Context: an optimization exercise on an open-source flow, tuned for small area, a short achievable clock period and few clock cycles per item. The choices shown serve that exercise and are no tape-out recipe.
No activity file was given, so power comes from the tool's default toggle rates.

==> flow/design.v <==
package rac_pkg;
	localparam int COORD_W = 11;
	localparam int REG_W   = 12;
	localparam int EXT_W   = 11;
	localparam int COLOR_W = 8;
	localparam int SUM_W   = 30;
	localparam int CNT_W   = 23;
	localparam logic [1:0] REG_LEFT   = 2'd0;
	localparam logic [1:0] REG_TOP    = 2'd1;
	localparam logic [1:0] REG_WIDTH  = 2'd2;
	localparam logic [1:0] REG_HEIGHT = 2'd3;
endpackage
module rac_front (
	input  logic                        clk,
	input  logic                        arst_n,
	input  logic                        wr_lo,
	input  logic                        wr_ext,
	input  logic [rac_pkg::REG_W-1:0]   data,
	input  logic [rac_pkg::COORD_W-1:0] p,
	output logic                        hit
);
	logic [rac_pkg::COORD_W-1:0] lo_q;
	logic [rac_pkg::EXT_W-1:0]   ext_q;
	logic [rac_pkg::COORD_W:0]   hi_q;
	always_ff @(posedge clk or negedge arst_n) begin
		if (!arst_n) begin
			lo_q  <= '0;
			ext_q <= '0;
		end else begin
			if (wr_lo) begin
				lo_q <= data[rac_pkg::REG_W-1] ? '0 : data[rac_pkg::COORD_W-1:0];
			end
			if (wr_ext) begin
				ext_q <= data[rac_pkg::EXT_W-1:0];
			end
		end
	end
	always_ff @(posedge clk) begin
		hi_q <= {1'b0, lo_q} + {1'b0, ext_q};
	end
	assign hit = (p >= lo_q) && ({1'b0, p} <= hi_q);
endmodule
module rac_queue (
	input  logic                        clk,
	input  logic                        arst_n,
	input  logic                        take,
	input  logic                        hit,
	input  logic [rac_pkg::COLOR_W-1:0] pixel_red,
	input  logic [rac_pkg::COLOR_W-1:0] pixel_green,
	input  logic [rac_pkg::COLOR_W-1:0] pixel_blue,
	input  logic                        last_pixel,
	output logic                        s_valid,
	output logic                        s_hit,
	output logic [rac_pkg::COLOR_W-1:0] s_red,
	output logic [rac_pkg::COLOR_W-1:0] s_green,
	output logic [rac_pkg::COLOR_W-1:0] s_blue,
	output logic                        s_last
);
	always_ff @(posedge clk or negedge arst_n) begin
		if (!arst_n) begin
			s_valid <= 1'b0;
		end else begin
			s_valid <= take;
		end
	end
	always_ff @(posedge clk) begin
		s_hit   <= hit;
		s_red   <= pixel_red;
		s_green <= pixel_green;
		s_blue  <= pixel_blue;
		s_last  <= last_pixel;
	end
endmodule
module rac_accum (
	input  logic                        clk,
	input  logic                        clr,
	input  logic                        div,
	input  logic                        add,
	input  logic [rac_pkg::COLOR_W-1:0] color,
	input  logic [rac_pkg::CNT_W-1:0]   tally,
	output logic [rac_pkg::COLOR_W-1:0] mean
);
	localparam int SW = rac_pkg::SUM_W;
	localparam int CW = rac_pkg::CNT_W;
	localparam int LO = SW - CW;   
	logic [SW-1:0] acc_q;
	logic [CW:0]   diff;
	logic          ge;
	logic [CW-1:0] win;
	assign diff = {1'b0, acc_q[SW-1:LO]} - {1'b0, tally};
	assign ge   = !diff[CW];
	assign win  = ge ? diff[CW-1:0] : acc_q[SW-1:LO];
	always_ff @(posedge clk) begin
		if (clr) begin
			acc_q <= '0;
		end else if (div) begin
			acc_q <= {win[CW-2:0], acc_q[LO-1:0], ge};
		end else begin
			acc_q <= acc_q + SW'(add ? color : '0);
		end
	end
	assign mean = acc_q[rac_pkg::COLOR_W-1:0];
endmodule
module rac_div (
	input  logic       clk,
	input  logic       arst_n,
	input  logic       pixel_valid,
	input  logic       last_pixel,
	input  logic       cfg_wr_en,
	input  logic       s_valid,
	input  logic       s_last,
	input  logic       counted,
	input  logic       mean_ready,
	output logic       pixel_ready,
	output logic       take,
	output logic       clr,
	output logic       div,
	output logic       mean_valid,
	output logic       region_empty
);
	logic       open_q, open_n;
	logic [2:0] step_q;
	assign take = pixel_valid && pixel_ready;
	assign open_n = (open_q || clr || (mean_valid && mean_ready)) && !(take && last_pixel);
	always_ff @(posedge clk or negedge arst_n) begin
		if (!arst_n) begin
			pixel_ready <= 1'b0;
			open_q      <= 1'b0;
			clr         <= 1'b1;
			div         <= 1'b0;
			mean_valid  <= 1'b0;
		end else begin
			open_q      <= open_n;
			pixel_ready <= open_n && !cfg_wr_en;
			clr   <= mean_valid && mean_ready;
			if (s_valid && s_last && (counted || !region_empty)) begin
				div <= 1'b1;
			end else if (step_q == '0) begin
				div <= 1'b0;
			end
			if (mean_valid && mean_ready) begin
				mean_valid <= 1'b0;
			end else if ((div && step_q == '0) || (s_valid && s_last && !counted && region_empty)) begin
				mean_valid <= 1'b1;
			end
		end
	end
	always_ff @(posedge clk) begin
		if (clr) begin
			region_empty <= 1'b1;
		end else if (counted) begin
			region_empty <= 1'b0;
		end
		if (div) begin
			step_q <= step_q - 1'b1;
		end else begin
			step_q <= '1;
		end
	end
endmodule
module region_average_color_core (
	input  logic       clk,
	input  logic       arst_n,
	input  logic       cfg_wr_en,
	input  logic [1:0] cfg_index,
	input  logic [11:0] cfg_data,
	input  logic        pixel_valid,
	output logic        pixel_ready,
	input  logic [10:0] pixel_x,
	input  logic [10:0] pixel_y,
	input  logic [7:0]  pixel_blue,
	input  logic [7:0]  pixel_green,
	input  logic [7:0]  pixel_red,
	input  logic        last_pixel,
	output logic        mean_valid,
	input  logic        mean_ready,
	output logic [7:0]  mean_red,
	output logic [7:0]  mean_green,
	output logic [7:0]  mean_blue,
	output logic [22:0] inside_count,
	output logic        region_empty
);
	localparam int CW = rac_pkg::CNT_W;
	logic in_x, in_y;
	rac_front u_fx (
		.clk    (clk),
		.arst_n (arst_n),
		.wr_lo  (cfg_wr_en && cfg_index == rac_pkg::REG_LEFT),
		.wr_ext (cfg_wr_en && cfg_index == rac_pkg::REG_WIDTH),
		.data   (cfg_data),
		.p      (pixel_x),
		.hit    (in_x)
	);
	rac_front u_fy (
		.clk    (clk),
		.arst_n (arst_n),
		.wr_lo  (cfg_wr_en && cfg_index == rac_pkg::REG_TOP),
		.wr_ext (cfg_wr_en && cfg_index == rac_pkg::REG_HEIGHT),
		.data   (cfg_data),
		.p      (pixel_y),
		.hit    (in_y)
	);
	logic        take, clr, div;
	logic        s_valid, s_hit, s_last;
	logic [7:0]  s_red, s_green, s_blue;
	rac_queue u_in (
		.clk         (clk),
		.arst_n      (arst_n),
		.take        (take),
		.hit         (in_x && in_y),
		.pixel_red   (pixel_red),
		.pixel_green (pixel_green),
		.pixel_blue  (pixel_blue),
		.last_pixel  (last_pixel),
		.s_valid     (s_valid),
		.s_hit       (s_hit),
		.s_red       (s_red),
		.s_green     (s_green),
		.s_blue      (s_blue),
		.s_last      (s_last)
	);
	logic [CW-1:0] tally_q;
	logic          counted;
	assign counted = s_valid && s_hit && !tally_q[CW-1];
	always_ff @(posedge clk) begin
		if (clr) begin
			tally_q <= '0;
		end else begin
			tally_q <= tally_q + CW'(counted);
		end
	end
	rac_accum u_r (.clk(clk), .clr(clr), .div(div), .add(counted), .color(s_red),
		.tally(tally_q), .mean(mean_red));
	rac_accum u_g (.clk(clk), .clr(clr), .div(div), .add(counted), .color(s_green),
		.tally(tally_q), .mean(mean_green));
	rac_accum u_b (.clk(clk), .clr(clr), .div(div), .add(counted), .color(s_blue),
		.tally(tally_q), .mean(mean_blue));
	rac_div u_ctl (
		.clk          (clk),
		.arst_n       (arst_n),
		.pixel_valid  (pixel_valid),
		.last_pixel   (last_pixel),
		.cfg_wr_en    (cfg_wr_en),
		.s_valid      (s_valid),
		.s_last       (s_last),
		.counted      (counted),
		.mean_ready   (mean_ready),
		.pixel_ready  (pixel_ready),
		.take         (take),
		.clr          (clr),
		.div          (div),
		.mean_valid   (mean_valid),
		.region_empty (region_empty)
	);
	assign inside_count = tally_q;
endmodule
export LEC_CHECK = 0
export CAP_MARGIN = 20
export CORE_MARGIN = 2
export CORE_UTILIZATION = 40
export SLEW_MARGIN = 20
create_clock -name core_clock -period 6.0 [get_ports {clk}]
run.sh (not shown) runs the stock make flow with config.mk's settings and CLKGATE_MAP_FILE= SYNTH_SCRIPT=/design/flow/synth_recipe.tcl, a recipe that flattens the netlist after the stock synthesis.
==> next run, changes <==
SETUP_SLACK_MARGIN = 3.0   (was unset)
Worst setup slack improved by 1.1 ns.
Worst hold slack hardly moves.
Area after synthesis does not change.
Maximum frequency rose by 37%.
Combinational power rose by 13%.
Final cell count rose by about 2.2%.
Sequential power stays flat.
==> next run, changes <==
SETUP_SLACK_MARGIN = 3.5   (was 3.0)
The changed run finished with timing, DRC and antenna clean; core utilization increases by 6.7 points; first-iteration DRC count increases by about 8%; critical path depth decreases by 3; fmax is about the same; via count increases by 6.0%.
==> next run, changes <==
SETUP_SLACK_MARGIN = 4.0   (was 3.5)
Result:
- The new run went through all stages and came out clean
- worst setup slack improves by 0.060 ns
- via count is higher slightly
- critical path depth is higher by 4
No run of this note included a check of the RTL's function; only the layout flow was run.

[re-timing with driven ports]
Ports are ideal in the flow. The routed layouts listed here were re-timed in OpenROAD.
Step 1: set_driving_cell puts a clkbuf_16 on clk and a buf_2 on each other input, an assumption about the parent block.
Step 2 moves the port delays by t, midway between the first and last clock arrival at a register: inputs arrive t later, outputs are due t later. That takes back most of the time a late clock gives input paths.
Three values: ideal ports, drivers, drivers and shift; two values: the first two.
run	shift t [ns]	slack for setup (ns)	worst setup path after step 2	cell pins on the clock port's net
the first run	0.585	1.846 / 1.846 / 1.846	register to register	1
the second run	0.609	2.973 / 2.973 / 2.632	input to register	1
the third run	0.615	2.966 / 2.966 / 2.949	input to register	1
the fourth run	0.622	3.026 / 3.026 / 3.026	register to register	1
After both steps setup and hold are still met in every run listed. The setup slack of the second run, which loses most, moves by 0.000 ns with the drivers and by -0.341 ns with both steps.
